This design comes from an exercise in tuning for small area and a short achievable clock period on the open sky130 flow, not from production work. The RTL was checked by simulation tests, not by an equivalence proof against the original design.

lane 1:
// fft8_top
module fft8_top (
    input  logic         clk,
    input  logic         reset_n,
    input  logic         valid_in,
    input  logic [143:0] x_re,
    input  logic [143:0] x_im,
    output logic         valid_out,
    output logic [143:0] y_re,
    output logic [143:0] y_im
);
clock: 12.0 ns
lec_check: 0
cap_margin: 20
core_margin: 2
core_utilization: 40
slew_margin: 20
standard.sh (not shown) runs the stock make flow with config.mk's settings and CLKGATE_MAP_FILE= SYNTH_SCRIPT=/design/flow/synth_recipe.tcl, a recipe that flattens the netlist after the stock synthesis.
==> flow/flow/run.sh <==
#!/bin/bash
# Layout flow: the standard flow (standard.sh), with two changes:
#  1. after the standard synthesis, flow/polopt.py re-chooses the polarity of
#     each full-adder cell (a full adder is self-dual) to remove inverters;
#     the logic function and every register are unchanged;
#  2. the port buffers use sky130_fd_sc_hd__buf_1.
set -euo pipefail
R=$PWD/orfs/results/sky130hd/fft8_top/base
export BUFFER_PORTS_ARGS="-buffer_cell sky130_fd_sc_hd__buf_1"
bash standard.sh $R/1_2_yosys.v > synth_make.log 2>&1
cp $R/1_2_yosys.v standard_synth_netlist.v
python3 flow/polopt.py standard_synth_netlist.v $R/1_2_yosys.v > polopt.log 2>&1
bash standard.sh > layout_make.log 2>&1
==> flow/flow/polopt.py <==
#!/usr/bin/env python3
"""Remove inverters around full-adder cells of a Yosys gate netlist.

A full adder is self-dual: FA(~a, ~b, ~c) = ~FA(a, b, c) for both SUM and
COUT.  Each fa cell may therefore be "flipped" (its inputs and outputs taken in
the other polarity) without changing what the circuit computes.  This script
chooses flips that minimise the number of inverters, then rewrites the
netlist: every inverter is removed and at most one inverter per signal is put
back where some load needs the other polarity.

usage: polopt.py IN.v OUT.v
"""
import re
import sys
import random

IN, OUT = sys.argv[1], sys.argv[2]
src = open(IN).read()

cell_re = re.compile(r'^\s*(sky130_fd_sc_hd__\w+)\s+(\S+)\s*\((.*?)\);', re.S | re.M)
pin_re = re.compile(r'\.(\w+)\(([^()]*)\)')

m0 = cell_re.search(src)
head = src[:m0.start()]
cells = []
last_end = None
for m in cell_re.finditer(src):
    typ, name, body = m.group(1), m.group(2), m.group(3)
    pins = [(p, n.strip()) for p, n in pin_re.findall(body)]
    cells.append([typ, name, pins])
    last_end = m.end()
tail = src[last_end:]
if re.search(r'\bassign\b', tail) or re.search(r'\bassign\b', head):
    sys.exit('assign statements not supported')

OUTPINS = {'X', 'Y', 'Q', 'Q_N', 'SUM', 'COUT', 'HI', 'LO'}


def is_inv(t):
    return re.match(r'sky130_fd_sc_hd__(inv|clkinv)_\d+$', t) is not None


def is_fa(t):
    return re.match(r'sky130_fd_sc_hd__fa_\d+$', t) is not None


# driver of each net
driver = {}
for ci, (t, n, pins) in enumerate(cells):
    for p, net in pins:
        if p in OUTPINS:
            driver[net] = (ci, p)

# root and parity of each net through inverter chains
inv_in = {}
for ci, (t, n, pins) in enumerate(cells):
    if is_inv(t):
        d = dict(pins)
        inv_in[d['Y']] = d['A']


def root(net):
    par = 0
    while net in inv_in:
        net = inv_in[net]
        par ^= 1
    return net, par


# output port nets
port_out = set()
for m in re.finditer(r'^\s*output\s+(\[(\d+):(\d+)\]\s*)?(\S+);', head, re.M):
    name = m.group(4)
    if m.group(1):
        hi, lo = int(m.group(2)), int(m.group(3))
        for i in range(lo, hi + 1):
            port_out.add(f'{name}[{i}]')
    else:
        port_out.add(name)

fa_idx = [ci for ci, c in enumerate(cells) if is_fa(c[0])]
# a flippable fa must not drive an output port directly
flippable = set()
for ci in fa_idx:
    outs = [net for p, net in cells[ci][2] if p in OUTPINS]
    if not any(o in port_out for o in outs):
        flippable.add(ci)

# consumers: list of (root, parity, consumer cell or None for port, pin)
cons = {}  # root -> list of [cell index or -1, parity]
uses = []  # (ci, pin, root, parity)
for ci, (t, n, pins) in enumerate(cells):
    if is_inv(t):
        continue
    for p, net in pins:
        if p in OUTPINS:
            continue
        r, par = root(net)
        uses.append((ci, p, r, par))
        cons.setdefault(r, []).append((ci, par))
port_uses = []
for pn in sorted(port_out):
    if pn in inv_in:
        r, par = root(pn)
        port_uses.append((pn, r, par))
        cons.setdefault(r, []).append((-1, par))

# driver cell of each root (fa only matter)
root_drv = {}
for r in cons:
    if r in driver:
        root_drv[r] = driver[r][0]

flip = {ci: 0 for ci in flippable}


def fl(ci):
    return flip.get(ci, 0)


def need_inv(r):
    d = fl(root_drv[r]) if r in root_drv else 0
    for ci, par in cons[r]:
        if par ^ d ^ (fl(ci) if ci >= 0 else 0):
            return 1
    return 0


def total():
    return sum(need_inv(r) for r in cons)


# roots touched by each fa
touch = {}
for ci in flippable:
    rs = set()
    for p, net in cells[ci][2]:
        if p in OUTPINS:
            if net in cons:
                rs.add(net)
        else:
            rs.add(root(net)[0])
    touch[ci] = list(rs)

before = total()
n_inv_before = sum(1 for c in cells if is_inv(c[0]))
order = sorted(flippable)
random.seed(1)
best = dict(flip)
best_cost = before
cur = before
for rnd in range(60):
    improved = False
    random.shuffle(order)
    for ci in order:
        rs = touch[ci]
        old = sum(need_inv(r) for r in rs)
        flip[ci] ^= 1
        new = sum(need_inv(r) for r in rs)
        if new < old or (new == old and rnd > 5 and random.random() < 0.3):
            cur += new - old
            if new < old:
                improved = True
        else:
            flip[ci] ^= 1
        if cur < best_cost:
            best_cost = cur
            best = dict(flip)
    if not improved and rnd > 20:
        break
flip = best
after = total()
print(f'inverter cells before {n_inv_before}, needed before {before}, after {after}, '
      f'flipped {sum(flip.values())} of {len(flippable)} fa cells', file=sys.stderr)

# rewrite
inv_net = {}
new_cells = []
cnt = [0]


def inv_of(r):
    if r not in inv_net:
        cnt[0] += 1
        nn = f'_polinv_{cnt[0]}_'
        inv_net[r] = nn
        new_cells.append(['sky130_fd_sc_hd__inv_1', f'_polinv_cell_{cnt[0]}_', [('A', r), ('Y', nn)]])
    return inv_net[r]


use_map = {}
for ci, p, r, par in uses:
    d = fl(root_drv[r]) if r in root_drv else 0
    need = par ^ d ^ fl(ci)
    use_map[(ci, p)] = inv_of(r) if need else r

out_cells = []
for ci, (t, n, pins) in enumerate(cells):
    if is_inv(t):
        continue
    np_ = []
    for p, net in pins:
        if p in OUTPINS:
            np_.append((p, net))
        else:
            np_.append((p, use_map[(ci, p)]))
    out_cells.append([t, n, np_])
for pn, r, par in port_uses:
    d = fl(root_drv[r]) if r in root_drv else 0
    if par ^ d:
        cnt[0] += 1
        out_cells.append(['sky130_fd_sc_hd__inv_1', f'_polinv_cell_{cnt[0]}_', [('A', r), ('Y', pn)]])
    else:
        cnt[0] += 1
        out_cells.append(['sky130_fd_sc_hd__buf_1', f'_polbuf_cell_{cnt[0]}_', [('A', r), ('X', pn)]])
out_cells += new_cells

# declare new wires
decl = ''.join(f'  wire {w};\n' for w in inv_net.values())
hm = head.rstrip('\n') + '\n' + decl
body = []
for t, n, pins in out_cells:
    ps = ',\n'.join(f'    .{p}({net}{" " if net.startswith(chr(92)) else ""})' for p, net in pins)
    body.append(f'  {t} {n} (\n{ps}\n  );\n')
open(OUT, 'w').write(hm + ''.join(body) + tail)
print(f'inverter cells written {sum(1 for c in out_cells if is_inv(c[0]))}', file=sys.stderr)
For lane 2, these inputs were changed with respect to lane 1:
- PLACE_DENSITY newly set to 0.8
- CTS_CLUSTER_SIZE newly set to 28
- CORE_UTILIZATION changed from 40 to 60
- CTS_CLUSTER_DIAMETER newly set to 100
-- flow/flow/run.sh --
<<< lane 1, line 5
#     the logic function and every register are unchanged;
#  2. the port buffers use sky130_fd_sc_hd__buf_1.
>>> lane 2, line 5
#     it also puts the latest-arriving input of each full adder on its fastest
#     pin (CIN); the logic function and every register are unchanged;
#  2. the port buffers use sky130_fd_sc_hd__buf_1;
#  3. the timing repair after CTS and global routing works on every path
#     whose slack is under SETUP_SLACK_MARGIN (the constraints are unchanged).
<<< lane 1, line 9
>>> lane 2, line 12
export SETUP_SLACK_MARGIN=7.4
-- flow/flow/polopt.py --
<<< lane 1, line 218
>>> lane 2, line 218
# pin assignment: a full adder is symmetric in its inputs; put the latest
# arriving input on CIN (fastest arc), the next on B, the earliest on A.
FA_PIN_D = {'A': 0.45, 'B': 0.42, 'CIN': 0.38}
drv2 = {}
for k, (t, n, pins) in enumerate(out_cells):
    for p, net in pins:
        if p in OUTPINS:
            drv2[net] = k
arr = {}


def is_ff(t):
    return re.match(r'sky130_fd_sc_hd__(df|sdf|edf)', t) is not None


def cell_delay(t, p):
    if is_fa(t):
        return FA_PIN_D.get(p, 0.45)
    if 'ha_' in t:
        return 0.3
    if is_inv(t):
        return 0.07
    return 0.2


def arrival(net):
    if net in arr:
        return arr[net]
    stack = [net]
    while stack:
        x = stack[-1]
        if x in arr:
            stack.pop()
            continue
        k = drv2.get(x)
        if k is None or is_ff(out_cells[k][0]):
            arr[x] = 0.0
            stack.pop()
            continue
        t, n, pins = out_cells[k]
        ins = [(p, net2) for p, net2 in pins if p not in OUTPINS]
        miss = [net2 for p, net2 in ins if net2 not in arr]
        if miss:
            stack.extend(miss)
            continue
        a = 0.0
        for p, net2 in ins:
            a = max(a, arr[net2] + cell_delay(t, p))
        for p, net2 in pins:
            if p in OUTPINS:
                arr[net2] = a
        stack.pop()
    return arr[net]


swapped = 0
for k in range(len(out_cells)):
    t, n, pins = out_cells[k]
    if not is_fa(t):
        continue
    d = dict(pins)
    ins = sorted([d['A'], d['B'], d['CIN']], key=arrival)
    if [d['A'], d['B'], d['CIN']] != ins:
        swapped += 1
    d['A'], d['B'], d['CIN'] = ins
    out_cells[k] = [t, n, [(p, d[p]) for p, _ in pins]]
    # arrival of outputs is recomputed lazily only for later cells; keep simple
print(f'fa input pins reordered on {swapped} cells', file=sys.stderr)

[summary]
Compared to lane 1, lane 2 has average routed wire per standard cell 2.8% higher.
Lane 2 vs. lane 1: register-to-register slack shows an increase of 0.53 ns; count of multi-input combinational gates shows no meaningful change.
Here is what was changed in the inputs of lane 3 compared with lane 2.
- PLACE_DENSITY no longer set, was 0.8
- CORE_UTILIZATION now 40, was 60
-- flow/flow/run.sh --
<<< lane 2, line 12
export SETUP_SLACK_MARGIN=7.4
>>> lane 3, line 12
export SETUP_SLACK_MARGIN=7.2
## What came out
- From lane 2 to lane 3 the numbers moved as follows: detailed-route wire length on metal 1 rose by about 20%.
- Total core area, lane 3 and lane 2: smaller value in lane 2
- Comparing lane 2 against lane 3, there is no change at all in final-layout setup total negative slack.
- After synthesis and placement, the instance count of lane 3 is above that of lane 2.
- Compared with lane 2, routed length per instance in lane 3 decreased by a few percent.
- Delta (lane 3 minus lane 2): relative max-transition margin climbed 1.8 points; setup slack dropped 0.033 ns; met3 demand-to-capacity share in global routing dropped 0.50 points; final-layout clock buffer total climbed about 7%.
Here is what was changed in the inputs of lane 4 compared with lane 3.
- CORE_UTILIZATION now 55, was 40
-- flow/flow/run.sh --
<<< lane 3, line 7
#  2. the port buffers use sky130_fd_sc_hd__buf_1;
#  3. the timing repair after CTS and global routing works on every path
#     whose slack is under SETUP_SLACK_MARGIN (the constraints are unchanged).
>>> lane 4, line 7
#  2. the port buffers use sky130_fd_sc_hd__buf_1.
<<< lane 3, line 12
export SETUP_SLACK_MARGIN=7.2
>>> lane 4, line 10
Notes after the runs:
In lane 4, the routed wire length came out about 9% below the value in lane 3. Lane 4 against lane 3: core outline area went down by 39000 um^2; post-layout net count went down by 0.75%; non-clock buffer count went down by 41. For the first-pass GRT wire length, lane 4 came in about 7% lower than lane 3 did. Lane 4 gives less number of tap cells added at floorplan than lane 3 did. Of lane 4 and lane 3, it is lane 4 that has the higher utilization.

what the ideal ports hide:
The results above use ideal ports. As a check the final layouts listed here were re-extracted and re-timed, cells and wires unchanged.
Step 1 assumes that a clkbuf_16 drives the clock port and a buf_2 every other input.
Step 2 moves the port delays by t, midway between the first and last clock arrival at a register: inputs arrive t later, outputs are due t later. That takes back most of the time a late clock gives input paths.
Three values: ideal ports, drivers, drivers and shift; two values: the first two.
| run | t (ns) | slack for setup (ns) | clock arrival spread, ns |
|---|---|---|---|
| lane 1 | 0.842 | 6.683 / 6.683 / 6.284 | 0.038 / 0.038 |
| lane 2 | 0.758 | 7.141 / 7.067 / 6.580 | 0.041 / 0.042 |
| lane 3 | 0.795 | 7.108 / 7.025 / 6.455 | 0.051 / 0.050 |
| lane 4 | 0.772 | 6.724 / 6.724 / 6.399 | 0.034 / 0.034 |
After both steps every run listed still meets setup and hold. The setup slack of lane 3, which loses most, moves by -0.083 ns with the drivers and by -0.653 ns with both steps.
